Context: an optimization exercise on an open-source flow, tuned for small area, a short achievable clock period and few clock cycles. The choices shown serve that exercise and are no tape-out recipe. The RTL was checked by simulation tests, not by an equivalence proof against the original design.

==> trial 94: inputs <==
// dfs_path_finder
module dfs_path_finder #(
  parameter int MAX_VERTICES = MAX_VERTICES_DEF
) (
  input  logic               clk,
  input  logic               rst_n,
  input  logic               in_valid,
  output logic               in_ready,
  input  dfs_pkg::in_item_t           in_data,
  output logic               out_valid,
  input  logic               out_ready,
  output dfs_pkg::out_item_t          out_data,
  input  logic               psel,
  input  logic               penable,
  input  logic               pwrite,
  input  logic [PADDR_W-1:0] paddr,
  input  logic [PDATA_W-1:0] pwdata,
  output logic [PDATA_W-1:0] prdata,
  output logic               pready
);
Settings: LEC_CHECK=0, CAP_MARGIN=20, CELL_PAD_IN_SITES_DETAIL_PLACEMENT=1, CELL_PAD_IN_SITES_GLOBAL_PLACEMENT=1, CORE_MARGIN=2, CORE_UTILIZATION=25, PLACE_DENSITY=0.33, SETUP_SLACK_MARGIN=5, SLEW_MARGIN=20, TNS_END_PERCENT=10; clock period 10.0 ns.
run.sh (not shown) runs the stock make flow with config.mk's settings and CLKGATE_MAP_FILE= SYNTH_SCRIPT=/design/flow/synth_recipe.tcl, a recipe that flattens the netlist after the stock synthesis.
==> trial 98 (differences from trial 94) <==
--- a/flow/design.v
+++ b/flow/design.v
@@ -130,33 +130,33 @@
   localparam int NV = MAX_VERTICES;
   localparam int VW = (NV > 1) ? $clog2(NV) : 1;
   localparam int DW = VW + 1;
   localparam logic [VCOUNT_W-1:0] MAXV = VCOUNT_W'(NV);
   localparam int JQD = 4;            
   localparam int JAW = 2;
-  localparam int JW  = 2 * VW + 1 + DW;   
+  localparam int JW  = VW + 1 + DW;   
   logic [NV-1:0]  adj_r [NV];
   logic [NV-1:0]  hs_r;           
   logic           clr_q;          
   logic           run_r;          
-  logic [NV-1:0]  a_r, g_r, h_r;  
-  logic           sa_r, sg_r, sh_r;  
+  logic [NV-1:0]  addr_r;         
   logic           te_r;           
-  logic [NV-1:0]  r0_r, r1_r;     
-  logic           ksel_r;         
+  logic [NV-1:0]  rp_r;           
   logic [VW-1:0]  root_r;         
   logic [VW-1:0]  tgt_r;          
   logic [DW-1:0]  depth_r;        
   logic [NV-1:0]  avail_r;        
+  logic [NV-1:0]  reach_r;        
+  logic           conv_r;         
+  logic           doom_r;         
   logic [VW-1:0]  ring_r [NV];    
   logic [VW-1:0]  base_r;
   logic [DW-1:0]  unread_r;       
-  logic [DW-1:0]  add_r;          
   logic [JW-1:0]  jq_r [JQD];
-  logic [JAW:0]   jq_wp_r, jq_rp_r;    
-  logic [JAW:0]   jq_wp_inc, jq_rp_inc;
+  logic [JAW-1:0] jq_wp_r, jq_rp_r;
+  logic [JAW:0]   jq_cnt_r;
   logic [DW-1:0]  e_k_r;          
   logic [VW-1:0]  e_ptr_r;        
   logic           ov_r;
   dfs_pkg::out_item_t od_r;
   logic           o_free;
   assign o_free = !ov_r || out_ready;
@@ -180,21 +180,18 @@
   logic [DW-1:0]  s_depth;
   logic           s_te;
   logic [NV-1:0]  s_avail;
   logic [VW-1:0]  s_tgt;
   logic [VW-1:0]  s_root;
   logic [NV-1:0]  tgt_oh, below;
-  logic [NV-1:0]  addr;
   logic [NV-1:0]  rd;
-  logic [NV-1:0]  rp;
-  logic           stall;
   logic [NV-1:0]  c1, c2;
   logic [NV-1:0]  low1, low2;
   logic           any1, any2;
   logic           hit1, hit2;
-  logic [VW-1:0]  top;            
+  logic [VW-1:0]  nxt1, nxt2;
   logic           has_par;
   logic           push_ok;
   logic           jq_full;
   logic [DW-1:0]  gp_idx;
   logic [VW-1:0]  gp;
   logic [NV-1:0]  gp_oh;
@@ -210,86 +207,90 @@
   always_comb begin
     for (int i = 0; i < NV; i++) begin
       tgt_oh[i] = (s_tgt == VW'(i));
       below[i]  = (VW'(i) < s_tgt);
     end
   end
-  assign addr = (a_r & {NV{sa_r}}) | (g_r & {NV{sg_r}}) | (h_r & {NV{sh_r}});
   always_comb begin
     rd = '0;
     for (int i = 0; i < NV; i++) begin
-      rd = rd | (adj_r[i] & {NV{addr[i]}});
+      rd = rd | (adj_r[i] & {NV{addr_r[i]}});
     end
   end
-  assign rp = ksel_r ? r0_r : r1_r;
   assign has_par = run_r && !te_r && (depth_r != DW'(1));
   assign c1   = rd & s_avail;
-  assign c2   = rp & avail_r & {NV{has_par}};
+  assign c2   = rp_r & avail_r & {NV{has_par}};
   assign any1 = |c1;
   assign any2 = |c2;
-  logic [NV-1:0] pre1 [7];
-  logic [NV-1:0] pre2 [7];
-  assign pre1[0] = c1;
-  assign pre2[0] = c2;
-  for (genvar k = 0; k < 6; k++) begin : g_pre
-    assign pre1[k+1] = pre1[k] | (pre1[k] << (1 << k));
-    assign pre2[k+1] = pre2[k] | (pre2[k] << (1 << k));
-  end
-  assign low1 = c1 & ~(pre1[6] << 1);
-  assign low2 = c2 & ~(pre2[6] << 1);
+  assign low1 = c1 & (~c1 + NV'(1));
+  assign low2 = c2 & (~c2 + NV'(1));
   assign hit1 = (|(c1 & tgt_oh)) && !(|(c1 & below));
   assign hit2 = (|(c2 & tgt_oh)) && !(|(c2 & below));
   always_comb begin
-    top = '0;
+    nxt1 = '0;
+    nxt2 = '0;
     for (int i = 0; i < NV; i++) begin
-      if (a_r[i]) top = top | VW'(i);
+      if (low1[i]) nxt1 = nxt1 | VW'(i);
+      if (low2[i]) nxt2 = nxt2 | VW'(i);
     end
   end
-  assign push_ok = (s_depth < DW'(2)) || (((s_depth - DW'(2)) + unread_r) < DW'(NV));
-  assign stall   = run_r && !te_r && !push_ok;
-  assign jq_full = (jq_wp_r == {!jq_rp_r[JAW], jq_rp_r[JAW-1:0]});
+  assign push_ok = ((s_depth - DW'(1)) + unread_r) < DW'(NV);
+  assign jq_full = (jq_cnt_r == (JAW+1)'(JQD));
   assign gp_idx  = depth_r - DW'(3);
   assign gp      = (gp_idx == '0) ? root_r : ring_r[VW'(base_r + gp_idx[VW-1:0] - VW'(1))];
   assign gp_oh   = NV'(1) << gp;
   assign hn_oh   = NV'(1) << q_next.from_vertex;
+  logic [NV-1:0]  reach_nxt;
+  logic           conv_now;
+  always_comb begin
+    for (int i = 0; i < NV; i++) begin
+      reach_nxt[i] = reach_r[i] || (live_mask[i] && (|(adj_r[i] & reach_r)));
+    end
+  end
+  assign conv_now = run_r && !conv_r && (reach_nxt == reach_r);
   logic           job;            
   logic [VW-1:0]  job_v0;
-  logic [VW-1:0]  job_tgt;
   logic           job_f0;
   logic [DW-1:0]  job_len;
   logic           do_push;        
   logic           do_swap;        
   logic           do_pop;         
   logic           fin_hit, fin_miss, fin;
   logic [NV-1:0]  low_sel;
+  logic [VW-1:0]  nxt_sel;
   logic [DW-1:0]  depth_nxt;
   assign start = head_search && !trivial && !jq_full;
   always_comb begin
     do_push  = 1'b0;
     do_swap  = 1'b0;
     do_pop   = 1'b0;
     fin_hit  = 1'b0;
     fin_miss = 1'b0;
-    low_sel  = low1 | (low2 & {NV{!any1}});
-    if (stepping && !stall) begin
+    low_sel  = low1;
+    nxt_sel  = nxt1;
+    if (run_r && doom_r) begin
+      fin_miss = 1'b1;
+    end else if (stepping) begin
       if (s_te) begin
         if (any1) begin
           do_swap = 1'b1;
           fin_hit = hit1;
         end else if (depth_r == DW'(2)) begin
           fin_miss = 1'b1;
         end else begin
           do_pop = 1'b1;
         end
       end else begin
         if (any1) begin
-          do_push = 1'b1;
-          fin_hit = hit1;
+          do_push = push_ok;
+          fin_hit = push_ok && hit1;
         end else if (any2) begin
           do_swap = 1'b1;
           fin_hit = hit2;
+          low_sel = low2;
+          nxt_sel = nxt2;
         end else if (s_depth <= DW'(2)) begin
           fin_miss = 1'b1;
         end else begin
           do_pop = 1'b1;
         end
       end
@@ -297,13 +298,12 @@
   end
   assign fin       = fin_hit || fin_miss;
   assign depth_nxt = do_push ? s_depth + DW'(1) : (do_pop ? s_depth - DW'(1) : s_depth);
   always_comb begin
     job     = 1'b0;
     job_v0  = s_root;
-    job_tgt = s_tgt;
     job_f0  = fin_hit;
     job_len = fin_hit ? depth_nxt : DW'(1);
     take    = 1'b0;
     if (fin) begin
       job     = 1'b1;
       job_v0  = fin_hit ? s_root : '0;
@@ -331,39 +331,49 @@
   end
   always_ff @(posedge clk) begin
     clr_q <= !rst_n;
     if (start) begin
       root_r  <= q_item.from_vertex;
       tgt_r   <= q_item.to_vertex;
+      reach_r <= NV'(1) << q_item.to_vertex;
+      conv_r  <= 1'b0;
+      doom_r  <= 1'b0;
+    end else if (run_r && !conv_r) begin
+      reach_r <= reach_nxt;
+      conv_r  <= conv_now;
+      doom_r  <= conv_now && !reach_r[root_r];
     end
-    if (stepping && !stall) begin
+    if (stepping) begin
       depth_r <= depth_nxt;
       if (do_push || do_swap) begin
-        avail_r <= s_avail & ~low_sel;
+        avail_r <= s_avail & ~low_sel & (conv_now ? reach_r : '1);
       end else begin
-        avail_r <= s_avail;
+        avail_r <= s_avail & (conv_now ? reach_r : '1);
       end
       if (do_push || do_swap) begin
         te_r <= 1'b0;
       end else if (do_pop) begin
         te_r <= 1'b1;
       end else begin
         te_r <= s_te;
       end
+      if (any1) begin
+        rp_r <= rd;
+      end
     end
-    r1_r   <= rd;
-    r0_r   <= rp;
-    ksel_r <= stall || (stepping && !s_te && !any1 && any2);
-    a_r    <= stall ? addr : low_sel;
-    g_r    <= gp_oh;
-    h_r    <= hn_oh;
-    sa_r   <= stepping && !fin && (stall || do_push || do_swap);
-    sg_r   <= stepping && !fin && !stall && do_pop;
-    sh_r   <= !stepping || fin;
-    if (stepping && !stall && !s_te && (s_depth >= DW'(2))) begin
-      ring_r[VW'(base_r + s_depth[VW-1:0] - VW'(2))] <= top;
+    if (!stepping || fin) begin
+      addr_r <= hn_oh;
+    end else if (do_push || do_swap) begin
+      addr_r <= low_sel;
+    end else if (do_pop) begin
+      addr_r <= gp_oh;
+    end
+    if (do_push) begin
+      ring_r[VW'(base_r + s_depth[VW-1:0] - VW'(1))] <= nxt_sel;
+    end else if (do_swap) begin
+      ring_r[VW'(base_r + s_depth[VW-1:0] - VW'(2))] <= nxt_sel;
     end
   end
   logic          clr;
   logic [NV-1:0] wrow, wcol;
   assign clr = clr_q || is_clear;
   always_comb begin
@@ -378,59 +388,56 @@
         adj_r[i][j] <= (adj_r[i][j] && !clr) || (wrow[i] && wcol[j]);
       end
       hs_r[i] <= (hs_r[i] && !clr) || wrow[i];
     end
   end
   logic [VW-1:0]      h_v0;
-  logic [VW-1:0]      h_tgt;
   logic               h_f0;
   logic [DW-1:0]      h_len;
   logic               emit;
   logic               h_last;
   logic               from_ring;
   dfs_pkg::out_item_t e_item;
-  assign {h_v0, h_tgt, h_f0, h_len} = jq_r[jq_rp_r[JAW-1:0]];
-  assign emit      = (jq_wp_r != jq_rp_r) && o_free;
-  assign jq_wp_inc = jq_wp_r + (JAW+1)'(1);
-  assign jq_rp_inc = jq_rp_r + (JAW+1)'(1);
+  assign {h_v0, h_f0, h_len} = jq_r[jq_rp_r];
+  assign emit      = (jq_cnt_r != '0) && o_free;
   assign h_last    = ((e_k_r + DW'(1)) == h_len);
-  assign from_ring = (e_k_r != '0) && !h_last;
+  assign from_ring = (e_k_r != '0);
   always_comb begin
     if (from_ring) begin
       e_item.path_vertex = ring_r[e_ptr_r];
       e_item.found       = 1'b1;
-    end else if (e_k_r != '0) begin
-      e_item.path_vertex = h_tgt;
-      e_item.found       = 1'b1;
     end else begin
       e_item.path_vertex = h_v0;
       e_item.found       = h_f0;
     end
     e_item.last = h_last;
   end
   always_ff @(posedge clk) begin
-    if (!jq_full) begin
-      jq_r[jq_wp_r[JAW-1:0]] <= {job_v0, job_tgt, job_f0, job_len};
+    if (job) begin
+      jq_r[jq_wp_r] <= {job_v0, job_f0, job_len};
     end
   end
   always_ff @(posedge clk) begin
     if (!rst_n) begin
       jq_wp_r  <= '0;
       jq_rp_r  <= '0;
+      jq_cnt_r <= '0;
       e_k_r    <= '0;
       e_ptr_r  <= '0;
       base_r   <= '0;
       unread_r <= '0;
-      add_r    <= '0;
       ov_r     <= 1'b0;
     end else begin
-      jq_wp_r  <= job ? jq_wp_inc : jq_wp_r;
-      jq_rp_r  <= (emit && h_last) ? jq_rp_inc : jq_rp_r;
-      add_r    <= fin_hit ? (do_push ? s_depth - DW'(1) : s_depth - DW'(2)) : '0;
-      base_r   <= base_r + add_r[VW-1:0];
-      unread_r <= unread_r + add_r - DW'(emit && from_ring);
+      jq_wp_r  <= jq_wp_r + JAW'(job);
+      jq_rp_r  <= jq_rp_r + JAW'(emit && h_last);
+      jq_cnt_r <= jq_cnt_r + (JAW+1)'(job) - (JAW+1)'(emit && h_last);
+      if (fin_hit) begin
+        base_r <= base_r + VW'(depth_nxt - DW'(1));
+      end
+      unread_r <= unread_r + (fin_hit ? depth_nxt - DW'(1) : '0) -
+                  DW'(emit && from_ring);
       if (emit) begin
         ov_r    <= 1'b1;
         od_r    <= e_item;
         e_k_r   <= h_last ? '0 : e_k_r + DW'(1);
         if (from_ring) begin
           e_ptr_r <= e_ptr_r + VW'(1);
==> flow/config.mk (replaced) <==
export PLATFORM = sky130hd
export DESIGN_NAME = dfs_path_finder
export DESIGN_NICKNAME = dfs_path_finder
export VERILOG_FILES = /design/flow/design.v
export SDC_FILE = /design/flow/constraint.sdc
export NUM_CORES = 4
export LEC_CHECK = 0
export CAP_MARGIN = 20
export CORE_MARGIN = 2
export CORE_UTILIZATION = 45
export SETUP_SLACK_MARGIN = 5
export SLEW_MARGIN = 20
==> comparison table <==
| item | trial 98 | trial 94 |
|---|---|---|
| Result of the run | aborted with a tool error | finished with violations |
| Last stage reached | 5_1_grt | - |
| Violated checks | - | antenna violations |
| Fraction of the mapped netlist area in compound gates | 28.53% | 20.80% |
| Post-synthesis share of cell area spent on full adders, half adders and majority gates | 0.4156% | 0.4614% |
| Post-synthesis sequential element count | 4,975 | 5,137 |
| Number of setup buffers added after CTS | 483 | 560 |
| Worst-case setup slack after placement | 0.2770 ns | 1.682 ns |
| Area of placed instances | 0.2323 mm^2 | 0.2183 mm^2 |
| Share of cell area taken by muxes after synthesis | 3.565% | 3.704% |
| Number of CTS-inserted buffers | 565 | 650 |
| Post-Synthesis Cells | 24,010 | 23,100 |
| Post-synthesis share of cell area spent on xor and xnor gates | 0.3239% | 0.3342% |
| Clock net sink count | 4,975 | 5,137 |
| Hpwl dp | 1812 mm | 915.1 mm |
| Vertical die dimension | 702.8 um | 902.4 um |
| Final Wtd Congestion | 1.664 | 0.9572 |
| Initial core utilization | 45.20% | 25.03% |
| Netlist Area Pre-Place | 0.2198 mm^2 | 0.2018 mm^2 |
Testbench counts of trial 94, summed over its fixed seeds: cycles 18,479.
Testbench counts of trial 98, summed over its fixed seeds: cycles 15,196.

static timing again, ports no longer ideal:
Ports are ideal in the flow. The routed layout listed here was re-timed in OpenROAD.
Step 1 sets driving cells, clkbuf_16 on the clock port and buf_2 on the other inputs (assumed; they add their load-dependent delay and slew).
Step 2, shift: input delay + t, output delay - t, t = (earliest + latest rising clock arrival at the registers) / 2. This alone moves slack from input paths to output paths.
a / b / c = no drivers / after step 1 / after step 2; a / b = the first two.
run: trial 94
shift t [ns]: 1.301
slack for setup (ns): 3.942 / 3.942 / 3.584
cell pins on the clock port's net: 1
For trial 94, drivers alone change the setup slack by 0.000 ns; drivers and shift together by -0.358 ns.
